From an optimization exercise on the open Yosys and OpenROAD flow, aimed at small area, a short achievable clock period and few clock cycles per item; shortcuts taken in it are not production practice.
The RTL was checked by simulation tests, not by an equivalence proof against the original design.
Power is estimated from default activity; no workload was simulated.

Setup of build 66:
Design tcp_rto_estimator_core, start of the top module:
module tcp_rto_estimator_core #(
  parameter int TIME_BITS = 24,
  parameter int FRAC_BITS = 8
) (
  input  logic                                   clk,
  input  logic                                   rst_n,
  input  logic                                   in_tvalid,
  output logic                                   in_tready,
  input  logic [tcprto_pkg::IN_DATA_W-1:0]       in_tdata,
  output logic                                   out_tvalid,
  input  logic                                   out_tready,
  output logic [tcprto_pkg::OUT_DATA_W-1:0]      out_tdata,
  input  logic                                   cfg_valid,
  output logic                                   cfg_ready,
  input  logic [tcprto_pkg::CFG_IDX_W-1:0]       cfg_index,
  input  logic [tcprto_pkg::CFG_DATA_W-1:0]      cfg_data
);
clock: 16.0 ns
lec_check: 0
cap_margin: 20
core_margin: 2
core_utilization: 40
slew_margin: 20
standard.sh (not shown) runs the stock make flow with config.mk's settings and CLKGATE_MAP_FILE= SYNTH_SCRIPT=/design/flow/synth_recipe.tcl, a recipe that flattens the netlist after the stock synthesis.
==> flow/flow/run.sh <==
#!/bin/bash
# standard layout; the resizer aims for setup slack well above zero, and the
# port buffers are the smallest plain buffer
bash standard.sh SETUP_SLACK_MARGIN=11.4 BUFFER_PORTS_ARGS="-buffer_cell sky130_fd_sc_hd__buf_1" finish > standard_flow.log 2>&1
Testbench counts of build 66, summed over its fixed seeds: cycles 24,040, items 24,000.
#### Input delta (build 22 over build 66)
==> flow/flow/run.sh <==
#!/bin/bash
# standard layout; the resizer aims for setup slack well above zero, and the
# port buffers are the smallest plain buffer
bash standard.sh SETUP_SLACK_MARGIN=11.2 BUFFER_PORTS_ARGS="-buffer_cell sky130_fd_sc_hd__buf_1" finish > standard_flow.log 2>&1
-- flow/config.mk --
<<< build 66, line 11
>>> build 22, line 11
export CTS_BUF_LIST = sky130_fd_sc_hd__clkbuf_4 sky130_fd_sc_hd__clkbuf_8
==> comparison <==
- Build 22 consumes less power than build 66 does.
- Build 66 → build 22: global routing usage on met3 about even, maximum clock frequency shrank by about 0.7%.
[inputs] build 84 vs build 22
-- flow/config.mk --
<<< build 22, line 11
export CTS_BUF_LIST = sky130_fd_sc_hd__clkbuf_4 sky130_fd_sc_hd__clkbuf_8
>>> build 84, line 11
## What came out
| power dissipated by switching net loads | build 84 vs build 22 | ≈ equal |
Build 84 against build 22: number of global-route vias before repair dropped 130, via count barely changed, final worst-path cycle share dropped 0.40 points, number of resized instances in the post-cts repair step dropped 1.
Compared with build 22, build 84 shows a met3 wire length that is about 1.4% lower.
Run comparison: build 22 topmost layer with routed signal wires met5; build 84 topmost layer with routed signal wires met4
Build 84 ends up with a number of vias per cell after detailed routing that is about 1.2% higher than in build 22.

* * *

The RTL this note starts from:
==> flow/design.v <==
package tcprto_pkg;
  localparam int PRIM_W   = 25;
  localparam int FALL_W   = 24;
  localparam int TICK_W   = 24;
  localparam int STATE_W  = 32;
  localparam int SHIFT_W  = 3;
  localparam int IN_DATA_W  = 56;
  localparam int OUT_DATA_W = 88;
  localparam int CFG_IDX_W  = 2;
  localparam int CFG_DATA_W = 24;
  typedef enum logic [CFG_IDX_W-1:0] {
    REG_ALPHA_SHIFT = 2'd0,
    REG_BETA_SHIFT  = 2'd1,
    REG_CLOCK_GRAN  = 2'd2,
    REG_RTO_LIMIT   = 2'd3
  } cfg_reg_t;
  localparam logic [SHIFT_W-1:0] ALPHA_SHIFT_RST = 3'd3;
  localparam logic [SHIFT_W-1:0] BETA_SHIFT_RST  = 3'd2;
  localparam logic [TICK_W-1:0]  CLOCK_GRAN_RST  = 24'd1;
  localparam logic [TICK_W-1:0]  RTO_LIMIT_RST   = 24'd60;
  localparam int STATE_INIT_TICKS = 3;
endpackage
module tcp_rto_estimator_core #(
  parameter int TIME_BITS = 24,
  parameter int FRAC_BITS = 8
) (
  input  logic                                   clk,
  input  logic                                   rst_n,
  input  logic                                   in_tvalid,
  output logic                                   in_tready,
  input  logic [tcprto_pkg::IN_DATA_W-1:0]       in_tdata,
  output logic                                   out_tvalid,
  input  logic                                   out_tready,
  output logic [tcprto_pkg::OUT_DATA_W-1:0]      out_tdata,
  input  logic                                   cfg_valid,
  output logic                                   cfg_ready,
  input  logic [tcprto_pkg::CFG_IDX_W-1:0]       cfg_index,
  input  logic [tcprto_pkg::CFG_DATA_W-1:0]      cfg_data
);
  localparam int TW = tcprto_pkg::TICK_W;
  localparam int SW = tcprto_pkg::STATE_W;
  localparam logic [SW-1:0] STATE_INIT =
    SW'(tcprto_pkg::STATE_INIT_TICKS) << FRAC_BITS;
  function automatic logic [35:0] add36(input logic [35:0] a,
                                        input logic [35:0] b,
                                        input logic        ci);
    logic [35:0] p, g, pp, gg;
    begin
      p  = a ^ b;
      g  = a & b;
      gg = g;
      pp = p;
      gg[0] = g[0] | (p[0] & ci);
      for (int l = 0; l < 6; l++) begin
        for (int i = 0; i < 36; i++) begin
          if (((i >> l) & 1) == 1) begin
            gg[i] = gg[i] | (pp[i] & gg[((i >> l) << l) - 1]);
            pp[i] = pp[i] & pp[((i >> l) << l) - 1];
          end
        end
      end
      add36 = p ^ {gg[34:0], ci};
    end
  endfunction
  function automatic logic [61:0] cadd31(input logic [30:0] a,
                                         input logic [30:0] b);
    logic [30:0] p, g, pp, gg;
    begin
      p  = a ^ b;
      g  = a & b;
      gg = g;
      pp = p;
      for (int l = 0; l < 5; l++) begin
        for (int i = 0; i < 31; i++) begin
          if (((i >> l) & 1) == 1) begin
            gg[i] = gg[i] | (pp[i] & gg[((i >> l) << l) - 1]);
            pp[i] = pp[i] & pp[((i >> l) << l) - 1];
          end
        end
      end
      cadd31 = {p ^ {gg[29:0] | pp[29:0], 1'b1}, p ^ {gg[29:0], 1'b0}};
    end
  endfunction
  logic [tcprto_pkg::SHIFT_W-1:0] alpha_r;
  logic [tcprto_pkg::SHIFT_W-1:0] beta_r;
  logic [TW-1:0]                  gran_r;
  logic [TW-1:0]                  limit_r;
  assign cfg_ready = 1'b1;
  always_ff @(posedge clk) begin
    if (!rst_n) begin
      alpha_r <= tcprto_pkg::ALPHA_SHIFT_RST;
      beta_r  <= tcprto_pkg::BETA_SHIFT_RST;
      gran_r  <= tcprto_pkg::CLOCK_GRAN_RST;
      limit_r <= tcprto_pkg::RTO_LIMIT_RST;
    end else if (cfg_valid) begin
      case (cfg_index)
        tcprto_pkg::REG_ALPHA_SHIFT: alpha_r <= cfg_data[tcprto_pkg::SHIFT_W-1:0];
        tcprto_pkg::REG_BETA_SHIFT:  beta_r  <= cfg_data[tcprto_pkg::SHIFT_W-1:0];
        tcprto_pkg::REG_CLOCK_GRAN:  gran_r  <= cfg_data[TW-1:0];
        default:                     limit_r <= cfg_data[TW-1:0];
      endcase
    end
  end
  logic v0_r, v1_r, vb_r, v2_r, v3_r, skid_v_r, rdy_r;
  logic adv, in_fire;
  assign adv       = !v3_r || out_tready;
  assign in_fire   = in_tvalid && rdy_r;
  assign in_tready = rdy_r;
  always_ff @(posedge clk) begin
    if (!rst_n) begin
      v0_r     <= 1'b0;
      v1_r     <= 1'b0;
      vb_r     <= 1'b0;
      v2_r     <= 1'b0;
      v3_r     <= 1'b0;
      skid_v_r <= 1'b0;
      rdy_r    <= 1'b1;
    end else if (adv) begin
      v0_r     <= skid_v_r || in_fire;
      v1_r     <= v0_r;
      vb_r     <= v1_r;
      v2_r     <= vb_r;
      v3_r     <= v2_r;
      skid_v_r <= 1'b0;
      rdy_r    <= 1'b1;
    end else if (in_fire) begin
      skid_v_r <= 1'b1;
      rdy_r    <= 1'b0;
    end
  end
  logic [TW-1:0] ticks_in;
  logic [TW-1:0] t0_r;
  logic [TW-1:0] skid_r;
  assign ticks_in = in_tdata[tcprto_pkg::PRIM_W-1] ?
                    in_tdata[tcprto_pkg::PRIM_W +: tcprto_pkg::FALL_W] :
                    in_tdata[TW-1:0];
  always_ff @(posedge clk) begin
    if (adv) t0_r <= skid_v_r ? skid_r : ticks_in;
    if (!skid_v_r) skid_r <= ticks_in;
  end
  logic [SW-1:0] srtt_r;
  logic [TW-1:0] t1_r;
  logic          ge1_r;
  logic [SW-1:0] m1, ms1, xs1, xlow_mask;
  logic          ge1, nz1;
  logic [SW-1:0] s1_s, s1_c;
  logic [61:0]   w1;
  logic [SW-1:0] srtt_nxt;
  always_comb begin
    m1        = {t0_r, 8'd0};
    ms1       = m1 >> alpha_r;
    xs1       = srtt_r >> alpha_r;
    xlow_mask = ~({SW{1'b1}} << alpha_r);
    ge1       = m1 >= srtt_r;
    nz1       = (srtt_r & xlow_mask) != '0;
    s1_s      = srtt_r ^ ~xs1 ^ ms1;
    s1_c      = (srtt_r & ~xs1) | (srtt_r & ms1) | (~xs1 & ms1);
    w1        = cadd31(s1_s[SW-1:1], s1_c[SW-2:0]);
    srtt_nxt[SW-1:1] = (!(ge1 && nz1) && s1_s[0]) ? w1[61:31] : w1[30:0];
    srtt_nxt[0]      = s1_s[0] ^ !(ge1 && nz1);
  end
  always_ff @(posedge clk) begin
    if (!rst_n) begin
      srtt_r <= STATE_INIT;
    end else if (adv && v0_r) begin
      srtt_r <= srtt_nxt;
    end
  end
  always_ff @(posedge clk) begin
    if (adv && v0_r) begin
      t1_r  <= t0_r;
      ge1_r <= ge1;
    end
  end
  logic [SW-1:0] dev_r;
  logic [SW-1:0] srttb_r;
  logic [SW-1:0] dev_nxt;
  always_comb begin
    dev_nxt = SW'(add36({4'd0, srtt_r ^ {SW{ge1_r}}},
                        {4'd0, {t1_r, 8'd0} ^ {SW{!ge1_r}}}, 1'b1));
  end
  always_ff @(posedge clk) begin
    if (adv && v1_r) begin
      dev_r   <= dev_nxt;
      srttb_r <= srtt_r;
    end
  end
  logic [SW-1:0] rttvar_r;
  logic [SW-1:0] srtt2_r;
  logic [SW-1:0] vs2, ds2, low_mask2, dl2, vl2;
  logic          ge2, lt2, gt2;
  logic [SW-1:0] s2_s, s2_c, rttvar_nxt;
  logic [61:0]   w2;
  logic          up2;
  always_comb begin
    vs2        = rttvar_r >> beta_r;
    ds2        = dev_r >> beta_r;
    low_mask2  = ~({SW{1'b1}} << beta_r);
    dl2        = dev_r & low_mask2;
    vl2        = rttvar_r & low_mask2;
    ge2        = dev_r >= rttvar_r;
    lt2        = dl2[6:0] < vl2[6:0];
    gt2        = dl2[6:0] > vl2[6:0];
    s2_s       = rttvar_r ^ ~vs2 ^ ds2;
    s2_c       = (rttvar_r & ~vs2) | (rttvar_r & ds2) | (~vs2 & ds2);
    w2         = cadd31(s2_s[SW-1:1], s2_c[SW-2:0]);
    up2        = ge2 ? (!lt2 && s2_s[0]) : (gt2 || s2_s[0]);
    rttvar_nxt[SW-1:1] = up2 ? w2[61:31] : w2[30:0];
    rttvar_nxt[0]      = s2_s[0] ^ !(ge2 ? lt2 : gt2);
  end
  always_ff @(posedge clk) begin
    if (!rst_n) begin
      rttvar_r <= STATE_INIT;
    end else if (adv && vb_r) begin
      rttvar_r <= rttvar_nxt;
    end
  end
  always_ff @(posedge clk) begin
    if (adv && vb_r) srtt2_r <= srttb_r;
  end
  logic          sel_g, nz3;
  logic [35:0]   fv3, a_s, a_c, a_sum, b_sum;
  logic [26:0]   r3;
  logic [TW-1:0] rto_nxt;
  logic [TW-1:0] rto_r;
  logic [SW-1:0] srtt_out_r;
  logic [SW-1:0] rttvar_out_r;
  always_comb begin
    sel_g = {2'b00, gran_r} > rttvar_r[SW-1:6];
    fv3   = {2'b00, rttvar_r, 2'b00};
    a_s   = {4'd0, srtt2_r} ^ fv3 ^ 36'd255;
    a_c   = ({4'd0, srtt2_r} & fv3) | ({4'd0, srtt2_r} & 36'd255) | (fv3 & 36'd255);
    a_sum = add36(a_s, {a_c[34:0], 1'b0}, 1'b0);
    nz3   = srtt2_r[7:0] != 8'd0;
    b_sum = add36({12'd0, srtt2_r[SW-1:8]}, {12'd0, gran_r}, nz3);
    r3    = sel_g ? b_sum[26:0] : a_sum[34:8];
    rto_nxt = (r3 > {3'd0, limit_r}) ? limit_r : r3[TW-1:0];
  end
  always_ff @(posedge clk) begin
    if (adv && v2_r) begin
      rto_r        <= rto_nxt;
      srtt_out_r   <= srtt2_r;
      rttvar_out_r <= rttvar_r;
    end
  end
  assign out_tvalid = v3_r;
  assign out_tdata  = {rttvar_out_r, srtt_out_r, rto_r};
endmodule
clock: 16.0 ns
lec_check: 0
abc_area: 1
cap_margin: 20
core_margin: 2
core_utilization: 40
slew_margin: 20
==> flow/flow/run.sh <==
#!/bin/bash
# standard layout; the resizer aims for setup slack well above zero, and the
# port buffers are the smallest plain buffer
bash standard.sh SETUP_SLACK_MARGIN=11.5 BUFFER_PORTS_ARGS="-buffer_cell sky130_fd_sc_hd__buf_1" finish > standard_flow.log 2>&1
The first run went through all stages and came out clean.
Testbench counts at the start, summed over its fixed seeds: cycles 24,040, items 24,000.
Change:
==> flow/flow/run.sh (replaced) <==
#!/bin/bash
# standard layout; the resizer aims for setup slack well above zero, and the
# port buffers are the smallest plain buffer
bash standard.sh SETUP_SLACK_MARGIN=11.2 BUFFER_PORTS_ARGS="-buffer_cell sky130_fd_sc_hd__buf_1" finish > standard_flow.log 2>&1
ABC_AREA = not set   (was 1)
What happened: The changed run ran to the end with no violations. Clock-buffer cell count stays the same. Sequential cell count stays the same. Utilization increases by 0.39 points. Hold slack stays flat. Global-route usage decreases by 0.16 points. Synthesized area decreases by 7.6%. Power increases by 15%.

-- port drivers added, routing unchanged --
No port has a modelled driver above. Below, the same layouts with a new extraction and two added sets of constraints.
Step 1 sets driving cells, clkbuf_16 on the clock port and buf_2 on the other inputs (assumed; they add their load-dependent delay and slew).
Step 2 moves the port delays by t, midway between the first and last clock arrival at a register: inputs arrive t later, outputs are due t later. That takes back most of the time a late clock gives input paths.
a / b / c = ideal / step 1 / step 2; a / b = the first two.
run	t (ns)	setup slack, ns	worst register clock-pin slew, ns
build 66	0.659	11.289 / 11.289 / 10.984	0.07 / 0.07
build 22	0.738	11.255 / 11.255 / 10.602	0.08 / 0.08
build 84	0.646	11.320 / 11.320 / 10.783	0.07 / 0.07
the first run of note 2	0.657	11.522 / 11.461 / 10.958	0.07 / 0.07
the second run of note 2	0.644	10.199 / 10.199 / 10.199	0.06 / 0.06
After both steps every run listed still meets setup and hold. The setup slack of build 22, which loses most, moves by 0.000 ns with the drivers and by -0.653 ns with both steps.
